From an optimization exercise on the open Yosys and OpenROAD flow, aimed at small area and a short achievable clock period; shortcuts taken in it are not production practice.
Only simulation tests tie the RTL to the original design; equivalence was not proved.
Power is estimated from default activity; no workload was simulated.

==> flow/design.v <==
module store_buffer_fwd #(
  parameter int unsigned ADDR_W = 16,
  parameter int unsigned DATA_W = 8,
  parameter int unsigned DEPTH  = 16,
  localparam int unsigned IDX_W = $clog2(DEPTH)
) (
  input  logic              clk,
  input  logic              rst,
  input  logic              in_valid,
  output logic              in_ready,
  input  logic [ADDR_W-1:0] in_addr,
  input  logic [DATA_W-1:0] in_data,
  input  logic              retire,
  input  logic              flush,
  output logic              mem_valid,
  input  logic              mem_ready,
  output logic [ADDR_W-1:0] mem_addr,
  output logic [DATA_W-1:0] mem_data,
  input  logic [ADDR_W-1:0] ld_addr,
  output logic              ld_hit,
  output logic [DATA_W-1:0] ld_data,
  output logic [IDX_W:0]    count,
  output logic              full,
  output logic              empty
);
  localparam int unsigned PTR_W = IDX_W + 1;
  logic [PTR_W-1:0]  head_q, head_d;
  logic [PTR_W-1:0]  cmt_q, cmt_d;
  logic [PTR_W-1:0]  tail_q, tail_d;
  logic [ADDR_W-1:0] addr_mem [DEPTH];
  logic [DATA_W-1:0] data_mem [DEPTH];
  logic [PTR_W-1:0]  cnt;
  logic              enq;
  logic              ret;
  logic              drn;
  assign cnt      = head_q - tail_q;
  assign count    = cnt;
  assign full     = (cnt == PTR_W'(DEPTH));
  assign empty    = (cnt == '0);
  assign in_ready = !full;
  assign mem_valid = (tail_q != cmt_q);
  assign mem_addr  = addr_mem[tail_q[IDX_W-1:0]];
  assign mem_data  = data_mem[tail_q[IDX_W-1:0]];
  always_comb begin
    enq    = in_valid && !full && !flush;
    ret    = retire && (cmt_q != head_q);
    drn    = mem_valid && mem_ready;
    cmt_d  = cmt_q + PTR_W'(ret);
    head_d = flush ? cmt_d : head_q + PTR_W'(enq);
    tail_d = tail_q + PTR_W'(drn);
  end
  always_ff @(posedge clk or posedge rst) begin
    if (rst) begin
      head_q <= '0;
      cmt_q  <= '0;
      tail_q <= '0;
    end else begin
      head_q <= head_d;
      cmt_q  <= cmt_d;
      tail_q <= tail_d;
    end
  end
  always_ff @(posedge clk) begin
    if (enq) begin
      addr_mem[head_q[IDX_W-1:0]] <= in_addr;
      data_mem[head_q[IDX_W-1:0]] <= in_data;
    end
  end
  logic [DEPTH-1:0] below_h, ge_t, live;
  logic             wrap;
  assign wrap = head_q[IDX_W] ^ tail_q[IDX_W];
  for (genvar i = 0; i < DEPTH; i++) begin : g_live
    assign below_h[i] = IDX_W'(i) < head_q[IDX_W-1:0];
    assign ge_t[i]    = IDX_W'(i) >= tail_q[IDX_W-1:0];
    assign live[i]    = wrap ? (below_h[i] | ge_t[i]) : (below_h[i] & ge_t[i]);
  end
  logic [DEPTH-1:0] match, m_lo, m_hi;
  for (genvar i = 0; i < DEPTH; i++) begin : g_cmp
    assign match[i] = live[i] && (addr_mem[i] == ld_addr);
  end
  assign m_lo = match & below_h;
  assign m_hi = match & ~below_h;
  logic [DEPTH-1:0] sel;
  logic             any_lo;
  assign any_lo = |m_lo;
  always_comb begin
    for (int i = 0; i < DEPTH; i++) begin
      sel[i] = (m_lo[i] && !(|(m_lo >> (i + 1)))) ||
               (!any_lo && m_hi[i] && !(|(m_hi >> (i + 1))));
    end
  end
  always_comb begin
    ld_hit  = |match;
    ld_data = '0;
    for (int i = 0; i < DEPTH; i++)
      ld_data = ld_data | (data_mem[i] & {DATA_W{sel[i]}});
  end
endmodule
==> flow/config.mk <==
export PLATFORM = sky130hd
export DESIGN_NAME = store_buffer_fwd
export DESIGN_NICKNAME = store_buffer_fwd
export VERILOG_FILES = /design/flow/design.v
export SDC_FILE = /design/flow/constraint.sdc
export NUM_CORES = 4
export LEC_CHECK = 0
export CAP_MARGIN = 20
export CORE_MARGIN = 2
export CORE_UTILIZATION = 40
export SETUP_SLACK_MARGIN = 5
export SLEW_MARGIN = 20
==> flow/constraint.sdc <==
create_clock -name core_clock -period 10.0 [get_ports {clk}]
set_input_delay 2.0000 -clock core_clock [delete_from_list [all_inputs] [get_ports {clk}]]
set_output_delay 2.0000 -clock core_clock [all_outputs]
set_load 0.01 [all_outputs]
run.sh (not shown) runs the stock make flow with config.mk's settings and CLKGATE_MAP_FILE= SYNTH_SCRIPT=/design/flow/synth_recipe.tcl, a recipe that flattens the netlist after the stock synthesis.
Then changed:
SETUP_SLACK_MARGIN = 0.3   (was 5)
The new run finished clean. Cell area went down by about 10%. Clock skew went down by 0.0052 ns. Routed wire length went down by about 6%. Combinational power went down by about 20%. Total power went down by 5.2%. Via count went down by 6.5%. First-iteration DRC count went up by about 3%. Core utilization went down by 5.0 points. Area after synthesis is unchanged. Critical path depth is unchanged.

re-timing with driven ports:
How much do the figures lean on ideal ports? The routed layouts below were timed once more, with nothing changed but the port constraints. Step 1: set_driving_cell puts a clkbuf_16 on clk and a buf_2 on each other input, an assumption about the parent block. Step 2 times the ports against the registers' clock, not the clock port: input delays grow and output delays shrink by t, the midpoint of the rising clock arrivals with the driver on. a / b / c = ideal / step 1 / step 2; a / b = the first two.
run	t, ns	setup WS [ns]	hold WS [ns]	clock arrival spread, ns	worst data-port slew with drivers (ns)
the first run	0.650	2.313 / 2.273 / 2.273	0.574 / 0.574 / 0.574	0.026 / 0.026	0.05
the second run	0.633	0.389 / 0.367 / 0.367	0.561 / 0.561 / 0.561	0.020 / 0.021	0.04
After both steps every run listed still meets setup and hold. For the first run, which loses most, drivers alone change the setup slack by -0.040 ns; drivers and shift together by -0.040 ns.
